Context: an optimization exercise on an open-source flow, tuned for small area, a short achievable clock period and few clock cycles per item. The choices shown serve that exercise and are no tape-out recipe. In this exercise RTL edits were held to simulation tests only and were not proved equivalent to the original. Power figures rest on the tool's default switching activity, not on a simulated workload.

<file path="run.sh">
#!/bin/bash
# synth_recipe.tcl (not shown) runs the flow's synth.tcl, then flattens the netlist and writes it again
# the make line also repeats each setting of config.mk as NAME=value (left out here)
make -C /OpenROAD-flow-scripts/flow DESIGN_CONFIG=/design/flow/config.mk WORK_HOME=/design/flow/orfs CLKGATE_MAP_FILE= SYNTH_SCRIPT=/design/flow/synth_recipe.tcl finish
</file>
<file path="config.mk">
export PLATFORM = sky130hd
export DESIGN_NAME = ws2812_axil_slave
export DESIGN_NICKNAME = ws2812_axil_slave
export VERILOG_FILES = /design/flow/design.v
export SDC_FILE = /design/flow/constraint.sdc
export NUM_CORES = 4
export LEC_CHECK = 0
export CAP_MARGIN = 20
export CORE_MARGIN = 2
export CORE_UTILIZATION = 40
export SETUP_SLACK_MARGIN = 2.5
export SLEW_MARGIN = 20
</file>
<file path="constraint.sdc">
create_clock -name core_clock -period 5.0 [get_ports {S_AXI_ACLK}]
set_input_delay 1.0000 -clock core_clock [delete_from_list [all_inputs] [get_ports {S_AXI_ACLK}]]
set_output_delay 1.0000 -clock core_clock [all_outputs]
set_load 0.01 [all_outputs]
</file>
<file path="design.v">
module ws2812_axil_slave #(
    parameter int unsigned C_S_AXI_DATA_WIDTH = 32,
    parameter int unsigned C_S_AXI_ADDR_WIDTH = 9,
    parameter int unsigned C_NUM_PIXELS       = 64
) (
    input  logic                            S_AXI_ACLK,
    input  logic                            S_AXI_ARESETN,
    input  logic [C_S_AXI_ADDR_WIDTH-1:0]   S_AXI_AWADDR,
    input  logic [2:0]                      S_AXI_AWPROT,
    input  logic                            S_AXI_AWVALID,
    output logic                            S_AXI_AWREADY,
    input  logic [C_S_AXI_DATA_WIDTH-1:0]   S_AXI_WDATA,
    input  logic [C_S_AXI_DATA_WIDTH/8-1:0] S_AXI_WSTRB,
    input  logic                            S_AXI_WVALID,
    output logic                            S_AXI_WREADY,
    output logic [1:0]                      S_AXI_BRESP,
    output logic                            S_AXI_BVALID,
    input  logic                            S_AXI_BREADY,
    input  logic [C_S_AXI_ADDR_WIDTH-1:0]   S_AXI_ARADDR,
    input  logic [2:0]                      S_AXI_ARPROT,
    input  logic                            S_AXI_ARVALID,
    output logic                            S_AXI_ARREADY,
    output logic [C_S_AXI_DATA_WIDTH-1:0]   S_AXI_RDATA,
    output logic [1:0]                      S_AXI_RRESP,
    output logic                            S_AXI_RVALID,
    input  logic                            S_AXI_RREADY,
    input  logic [5:0]                      px_addr,
    output logic [23:0]                     px_data,
    input  logic                            tx_busy,
    output logic                            tx_start,
    output logic [7:0]                      tx_len
);
    localparam int unsigned AW     = C_S_AXI_ADDR_WIDTH;
    localparam int unsigned PIX_AW = $clog2(C_NUM_PIXELS);
    localparam logic [1:0] SEL_NONE   = 2'd0;
    localparam logic [1:0] SEL_CTRL   = 2'd1;
    localparam logic [1:0] SEL_STATUS = 2'd2;
    localparam logic [1:0] SEL_PIXEL  = 2'd3;
    function automatic logic [1:0] decode(input logic [AW-1:0] a);
        logic [1:0] s;
        s = SEL_NONE;
        if (a[8:2] == 7'd0)
            s = SEL_CTRL;
        else if (a[8:2] == 7'd1)
            s = SEL_STATUS;
        else if (a[8])
            s = SEL_PIXEL;
        decode = s;
    endfunction
    logic [7:0]        ctrl_len;
    logic [1:0]        busy_sync;
    logic [23:0]       pix_mem [C_NUM_PIXELS];
    logic              aw_v;
    logic [1:0]        aw_sel;
    logic [PIX_AW-1:0] aw_idx;
    logic              w_v;
    logic [23:0]       w_data;
    logic [2:0]        w_strb;
    logic [1:0]        b_cnt;
    logic              b_resp1;      
    logic              w_exec, aw_hs, w_hs, b_pop, new_err;
    assign w_exec        = aw_v & w_v & ~b_cnt[1];
    assign S_AXI_AWREADY = ~aw_v | w_exec;
    assign S_AXI_WREADY  = ~w_v | w_exec;
    assign aw_hs         = S_AXI_AWVALID & S_AXI_AWREADY;
    assign w_hs          = S_AXI_WVALID & S_AXI_WREADY;
    assign b_pop         = S_AXI_BVALID & S_AXI_BREADY;
    assign new_err       = ~aw_sel[0];    
    assign tx_len        = ctrl_len;
    always_ff @(posedge S_AXI_ACLK) begin
        if (aw_hs) begin
            aw_sel <= decode(S_AXI_AWADDR);
            aw_idx <= S_AXI_AWADDR[2 +: PIX_AW];
        end
        if (w_hs) begin
            w_data <= S_AXI_WDATA[23:0];
            w_strb <= S_AXI_WSTRB[2:0];
        end
    end
    always_ff @(posedge S_AXI_ACLK or negedge S_AXI_ARESETN) begin
        if (!S_AXI_ARESETN) begin
            aw_v         <= 1'b0;
            w_v          <= 1'b0;
            b_cnt        <= 2'd0;
            S_AXI_BVALID <= 1'b0;
            ctrl_len     <= 8'd0;
            tx_start     <= 1'b0;
        end else begin
            if (aw_hs)       aw_v <= 1'b1;
            else if (w_exec) aw_v <= 1'b0;
            if (w_hs)        w_v <= 1'b1;
            else if (w_exec) w_v <= 1'b0;
            b_cnt        <= b_cnt + {1'b0, w_exec} - {1'b0, b_pop};
            S_AXI_BVALID <= (b_cnt + {1'b0, w_exec} - {1'b0, b_pop}) != 2'd0;
            tx_start     <= w_exec && aw_sel == SEL_CTRL && w_strb[0] && w_data[0];
            if (w_exec && aw_sel == SEL_CTRL && w_strb[1])
                ctrl_len <= w_data[15:8];
        end
    end
    always_ff @(posedge S_AXI_ACLK) begin
        if (w_exec && (b_cnt == 2'd0 || (b_cnt == 2'd1 && b_pop)))
            S_AXI_BRESP <= {new_err, 1'b0};
        else if (b_pop)
            S_AXI_BRESP <= {b_resp1, 1'b0};
        if (w_exec)
            b_resp1 <= new_err;
    end
    always_ff @(posedge S_AXI_ACLK) begin
        if (w_exec && aw_sel == SEL_PIXEL) begin
            for (int b = 0; b < 3; b++) begin
                if (w_strb[b])
                    pix_mem[aw_idx][8*b +: 8] <= w_data[8*b +: 8];
            end
        end
    end
    always_ff @(posedge S_AXI_ACLK or negedge S_AXI_ARESETN) begin
        if (!S_AXI_ARESETN)
            px_data <= 24'd0;
        else
            px_data <= pix_mem[px_addr];
    end
    always_ff @(posedge S_AXI_ACLK or negedge S_AXI_ARESETN) begin
        if (!S_AXI_ARESETN)
            busy_sync <= 2'b00;
        else
            busy_sync <= {busy_sync[0], tx_busy};
    end
    logic [1:0]  r_sel;
    logic [23:0] r_data;
    logic        r_err;
    assign r_sel         = decode(S_AXI_ARADDR);
    assign S_AXI_ARREADY = ~S_AXI_RVALID;
    assign S_AXI_RDATA   = {8'd0, r_data};
    assign S_AXI_RRESP   = {r_err, 1'b0};
    always_ff @(posedge S_AXI_ACLK or negedge S_AXI_ARESETN) begin
        if (!S_AXI_ARESETN)
            S_AXI_RVALID <= 1'b0;
        else if (S_AXI_ARVALID && !S_AXI_RVALID)
            S_AXI_RVALID <= 1'b1;
        else if (S_AXI_RREADY)
            S_AXI_RVALID <= 1'b0;
    end
    always_ff @(posedge S_AXI_ACLK) begin
        if (S_AXI_ARVALID && !S_AXI_RVALID) begin
            r_err <= 1'b0;
            case (r_sel)
                SEL_CTRL:   r_data <= {8'd0, ctrl_len, 8'd0};
                SEL_STATUS: r_data <= {23'd0, busy_sync[1]};
                SEL_PIXEL:  r_data <= pix_mem[S_AXI_ARADDR[2 +: PIX_AW]];
                default: begin
                    r_data <= 24'd0;
                    r_err  <= 1'b1;
                end
            endcase
        end
    end
    logic unused_ok;
    assign unused_ok = ^{S_AXI_AWPROT, S_AXI_ARPROT, S_AXI_AWADDR[1:0], S_AXI_ARADDR[1:0],
                         S_AXI_WDATA[31:24], S_AXI_WSTRB[3]};
endmodule
</file>
==> results of run 1 <==
-- logic make-up after synthesis --
group,count (synthesis)
compound gates,249
simple gates,451
flops,1639
buf+inv,316
other cells,1
xor+xnor,2
mux,1036
fa+ha+maj,2
-- per-stage QoR --
step | total power [mW] | instance area (µm²) | std cells
global route | 33.87 | 90190 | 6771
detailed placement | 19.92 | 80640 | 6285
global placement | 19.86 | 80590 | 6283
CTS | 32.87 | 88560 | 6679
finish | 33.00 | 90210 | 6778
floorplan | 18.35 | 75900 | 3705
-- layer usage --
layer	GRT usage [%]	part of all wire [%]
met5	0	0.016
met4	10.62	4.7
met3	5.053	9.7
met2	39.27	47
met1	34.25	38
-- placed cells by master, fill, tap and decap left out, drive strengths merged, types with 5 or more instances in the layout --
master and n:
a221oi 13, a211oi 10, clkinv 84, o221ai 17, inv 19, and3 6, clkbuf 209, a22oi 29
o211ai 23, mux2i 144, clkinvlp 5, edfxtp 1598, nor2 227, bufinv 20, a221o 9, dfrtp 41
diode 7, a21oi 35, clkdlybuf4s50 40, mux2 47, nor2b 49, a31oi 8, a21o 8, o31ai 21
and2 7, clkdlybuf4s15 28, o21ai 42, nor3b 8, mux4 845, buf 468, a311o 6, o22ai 21
bufbuf 12, nand3 18, nand2 103, nand2b 23, conb 10
-- cell usage after synthesis, drive strengths merged (23+ instances only) --
cell type,count
a21oi,35
buf,184
clkbuf,118
mux2,47
o211ai,23
nor2,227
nand2b,23
o21ai,42
dfrtp,41
nand2,101
mux2i,144
mux4,845
nor2b,49
edfxtp,1598
a22oi,29
-- registers in the layout, summed over array words and instances, names as in the netlist, 3 cells and up --
signal and count:
w_strb 3, r_data 24, px_data 24, ctrl_len 8, aw_idx 6, w_data 24, pix_mem 1536
-- area by class of cell --
class	count	area [µm²]	area share (%)
sequential	1639	49010	54.33
multi-input combinational	1752	25970	28.79
timing repair buffer	557	6470	7.172
clock buffer	200	4388	4.864
tap	2495	3122	3.461
clock inverter	114	1175	1.302
inverter	14	55.05	0.06103
antenna	7	17.52	0.01942
-- worst paths after layout --
| path | from | to | depth (start not counted) |
|---|---|---|---|
| max in group asynchronous | S_AXI_ARESETN | px_data[0] | 2 |
| min in group core_clock | busy_sync[0] | busy_sync[1] | 0 |
| setup reg to reg | aw_idx[0] | pix_mem[34][7] | 4 |
| setup / recovery | b_cnt[1] | S_AXI_WREADY | 3 |
| hold / removal | S_AXI_ARESETN | tx_start | 2 |
| hold reg to reg | busy_sync[0] | busy_sync[1] | 0 |
-- report_power, final --
part	internal [mW]	leakage (nW)	switching, mW
clock	7.33	2.72	5.47
combinational	1.57	11.3	2.58
sequential	15.9	14.9	0.133
total	24.8	28.8	8.19
-- repair_timing --
item                                     CTS  global route
resized for setup                        534           128
endpoints found under the setup margin  1552          1350
cloned                                    29            11
buffers inserted                          51            81
pin swaps                                 27            32
==> impl_metrics.yaml, run 1 <==
clock_network:
  cts-root-buf: "clkbuf_16"
  clk_pin_slew_worst_paths_ns: 0.06
  clkLatencyLatePin_ns: 0.84
  cts_buffer_depth: 3
  cts_buffers: 170
  cts_tree: "built"
  htree_levels: 4
  cts_num_sinks: 1639
  postCtsHoldBufs: 0
global_routing:
  grt-ovfl-total: 0
  grt_max_degree: 66
  antenna_found_initial: 9
  grt_usage_pct: 25.05
  grt_pass1_vias: 42219
  grt_first_pass_wirelength_um: 334200
timing:
  tns_ns: 0
  hold_viol: 0
  final.min_clock_period_ns: 2.691
  rsz0062_at_grt: "true"
  finalWorstSetupSlack_ns: 2.309
  setup_violations: 0
  finClkSkew_ns: 0.02871
  slew_headroom_pct: 33.38
  min_period_over_period_pct: 53.83
  clock.fmax_mhz: 371.6
  holdWs_ns: 0.3057
  drv_slew: 0
  worst_slew_pin_slew_ns: 0.9993
synthesis:
  synthAdderAreaFrac_pct: 0.03317
  ys_warn_count: 1
  synth_edf_count: 1598
  synth_seq_cells: 1639
  synthMuxAreaShare_pct: 27.84
  synth_xor_area_share_pct: 0.02322
  seq_area_frac_synth_pct: 64.97
  synth_area_leaders: "edfxtp_1, mux4_2, mux2i_1"
  synth_compound_area_share_pct: 2.284
  synthFlopType: "edfxtp_1"
  syn_area_um2: 75440
  syn_avg_cell_area_um2: 20.41
  syn-instance-count: 3696
  async_flop_share_pct: 2.502
  synth.largest_area_cell: "edfxtp_1"
  ys_types: 45
  synthSimpleGateAreaFrac_pct: 2.655
  synth_top_area_share_pct: 63.61
  synth_top_family_by_area: "multiplexers"
place:
  dp_hpwl_um: 153600
  gp_congestion: 0.9124
  port_buffers: 118
  pre_cts_slack_ns: 0.9714
worst_setup_path:
  path_cells: "nand3b_1, nand2_2, buf_6"
  cp.arrival_ns: 1.69
  cp-end-kind: "primary output"
  crit_path_max_fanout: 3
  critical-path-slowest-cell: "dfrtp_1"
  path_buf_inv: 1
  critical_path.top_delay_family: "flip-flops"
  crit_required_ns: 4.00
  worstSetupPathType: "reg -> out"
  critPathLaunchType: "flip-flop"
  slowest_delay_ns: 0.40
  rrSetupSlack_ns: 2.52
layout:
  finish.utilization_pct: 48.08
  nNetsFinal: 4210
  drive_above_1_share_pct: 43.43
  area_growth_pct: 19.58
  nFillCells: 15240
die:
  core_um2: 187600
  die_area_um2: 192100
  die_x_um: 438.3
  fp.dieH_um: 438.3
  io_pins: 148
  rows: 159
  start_util_pct: 40.21
detailed_routing:
  drt_pass1_iterations: 6
  vias_per_cell: 6.327
  drc: 0
  num_vias: 42885
  drt-initial-drc-count: 6000
  wl_per_cell_um: 36.21
  wl_um: 245400
  drtAntennaViolNets: 0
outcome:
  status: "no timing/DRC/antenna violations"
power_and_ir_drop:
  power_leakage_nw: 28.85
  p_per_area_nw_per_um2: 365.9
  peakVddDrop_mv: 0.3309
worst_hold_path:
  hold_class: "in -> async"
run:
  maxCapViolations: 0
Testbench counts, summed over its fixed seeds: cycles 4,176, items 5,696.
==> run 2, diff against run 1 <==
--- a/config.mk
+++ b/config.mk
@@ -9,4 +9,3 @@
 export CORE_MARGIN = 2
 export CORE_UTILIZATION = 40
-export SETUP_SLACK_MARGIN = 2.5
 export SLEW_MARGIN = 20
==> impl_metrics.yaml, run 2 <==
outcome:
  status: "no timing/DRC/antenna violations"
worst_hold_path:
  hold_class: "in -> async"
worst_setup_path:
  crit_required_ns: 5.44
  worstSetupPathType: "reg -> reg"
  cp.arrival_ns: 3.99
  regToRegStartpoint: "aw_idx[2]"
  cp-end-kind: "flip-flop"
  crit_path_max_fanout: 8
  critPathLaunchType: "flip-flop"
  reg2reg_depth: 3
  rrSetupSlack_ns: 1.45
  r2r-end: "pix_mem[44][4]"
layout:
  final_cell_mix: "edfxtp_1, mux4_2, nor2_1"
  nFillCells: 15641
  regMostFlops: "pix_mem"
  nNetsFinal: 4009
  area_growth_pct: 13.82
  drive_above_1_share_pct: 34.80
  final_common_cell: "edfxtp_1"
  largest_reg_flops: 1536
die:
  rows: 159
  die_x_um: 438.3
  fp.dieH_um: 438.3
  core_um2: 187600
  die_area_um2: 192100
  start_util_pct: 40.21
  io_pins: 148
power_and_ir_drop:
  p_per_area_nw_per_um2: 374.3
  peakVddDrop_mv: 0.2938
  power_leakage_nw: 26.89
  power_mw: 32.14
synthesis:
  synth_top_family_by_area: "multiplexers"
  synth_compound_area_share_pct: 2.284
  syn-instance-count: 3696
  ys_types: 45
  synthMuxAreaShare_pct: 27.84
  seq_area_frac_synth_pct: 64.97
  synth_seq_cells: 1639
  synth.most_common_cell: "edfxtp_1"
  async_flop_share_pct: 2.502
  synth_top_area_share_pct: 63.61
  yosys-top-cells-count: "edfxtp_1, mux4_2, nor2_1"
  syn_area_um2: 75440
  synthAdderAreaFrac_pct: 0.03317
  syn_avg_cell_area_um2: 20.41
  synth_area_leaders: "edfxtp_1, mux4_2, mux2i_1"
  synthFlopType: "edfxtp_1"
  synth.largest_area_cell: "edfxtp_1"
  ys_warn_count: 1
  synth_edf_count: 1598
  synth_xor_area_share_pct: 0.02322
  synthSimpleGateAreaFrac_pct: 2.655
place:
  pre_cts_slack_ns: 0.9360
  dp_hpwl_um: 154600
  port_buffers: 118
  gp_congestion: 0.8649
timing:
  clock.fmax_mhz: 281.4
  rsz0062_at_grt: "false"
  min_period_over_period_pct: 71.08
  setup_violations: 0
  final.min_clock_period_ns: 3.554
  finClkSkew_ns: 0.03055
  slew_headroom_pct: 21.82
  tns_ns: 0
  finalWorstSetupSlack_ns: 1.446
  drv_slew: 0
  worst_slew_pin_slew_ns: 1.168
  hold_viol: 0
clock_network:
  cts_buffer_depth: 3
  cts-root-buf: "clkbuf_16"
  postCtsSetupRepairBufs: 0
  postCtsHoldBufs: 0
  post_cts_resize_count: 0
  cts_num_sinks: 1639
  clkLatencyLatePin_ns: 0.85
  htree_levels: 4
  cts_tree: "built"
  clk_pin_slew_worst_paths_ns: 0.06
  cts_buffers: 171
detailed_routing:
  top_layer_used: "met5"
  m1WireLength_um: 90130
  wl_met3_um: 20160
  drt-initial-drc-count: 5147
  wl_per_cell_um: 35.44
  drc: 0
  drtAntennaViolNets: 0
  drt_pass1_iterations: 5
  dr_wl_met2_um: 112200
  wl_um: 233100
  vias_per_cell: 6.266
  num_vias: 41206
global_routing:
  grt-ovfl-total: 0
  grt_usage_pct: 24.19
  grt_first_pass_wirelength_um: 324500
  grt_pass1_vias: 41132
  grt_max_degree: 67
  antenna_found_initial: 17
run:
  maxCapViolations: 0
run 2: worst max-delay path, cell delays in order, from the launching register on:
cell and delay [ns]:
edfxtp_1 0.62, nor3b_1 0.80, nand2_1 0.73, nor2_1 0.98
run 2: report_power, final:
part	total [mW]	internal (mW)	switching [mW]
registers	16.1	15.9	0.152
clock network	12.5	7.02	5.49
logic	3.56	1.25	2.31
run 2: area by class of cell:
type / count / area (µm²) / share of cell area, %
Sequential cell: 1639 / 49010 / 57.08
Multi-Input combinational cell: 1750 / 24850 / 28.94
Clock buffer: 209 / 4513 / 5.256
Timing Repair Buffer: 357 / 3357 / 3.910
Tap cell: 2495 / 3122 / 3.636
Clock inverter: 103 / 932.1 / 1.086
Inverter: 14 / 52.55 / 0.06120
Antenna cell: 9 / 22.52 / 0.02623
run 2: how the worst max path moves through the flow:
stage	end	from	slack [ns]	cells past startpoint
after floorplan	r_data[9]	S_AXI_ARADDR[2]	1.88	9
after global placement	r_data[6]	S_AXI_ARADDR[2]	0.93	6
after detailed placement	r_data[6]	S_AXI_ARADDR[2]	0.94	6
after CTS	pix_mem[41][14]	aw_idx[0]	1.56	3
after global routing	pix_mem[18][16]	aw_idx[2]	1.29	3
final	pix_mem[44][4]	aw_idx[2]	1.45	3
run 2: metrics by stage:
stage | instances | cell area, µm² | utilization, % | hold WS (ns)
2_1_floorplan | 3705 | 75470 | - | 0.3312
3_3_place_gp | 6253 | 80350 | 42.83 | 0.3384
3_5_place_dp | 6254 | 80370 | 42.84 | 0.3402
4_1_cts | 6566 | 85810 | 45.74 | 0.1904
5_1_grt | 6568 | 85840 | 45.76 | 0.2248
6_report | 6576 | 85860 | 45.77 | 0.1864
run 2: kinds of logic (layout without fill, tap and decap cells):
logic type	after synthesis	in the layout
xor gates and xnor gates	2	2
buffers and inverters	316	683
DFF	1639	1639
other	1	19
and+or+nand+nor	451	451
AOI/OAI and AO/OA	249	249
adders and majority gates	2	2
muxes	1036	1036
run 2: metal layers:
layer	GRT usage, %	vias up
li1	-	16334
met4	10.17	14
met1	32.42	22252
met2	38.61	2183
met5	0	-
met3	4.966	423

-- static timing again, ports no longer ideal --
Ports are ideal in the flow. The routed layouts listed here were re-timed in OpenROAD. Step 1 assumes that a clkbuf_16 drives the clock port and a buf_2 every other input. Step 2 moves the port delays by t, midway between the first and last clock arrival at a register: inputs arrive t later, outputs are due t later. That takes back most of the time a late clock gives input paths. Slacks: ideal / step 1 / step 2; pairs: ideal / step 1.
run	shift t [ns]	setup WS [ns]	pins driven straight from the clock port
run 1	0.907	2.309 / 2.109 / 1.201	1
run 2	0.908	1.446 / 1.446 / 0.890	1
After both steps every run listed still meets setup and hold. For run 1, which loses most, drivers alone change the setup slack by -0.200 ns; drivers and shift together by -1.108 ns.
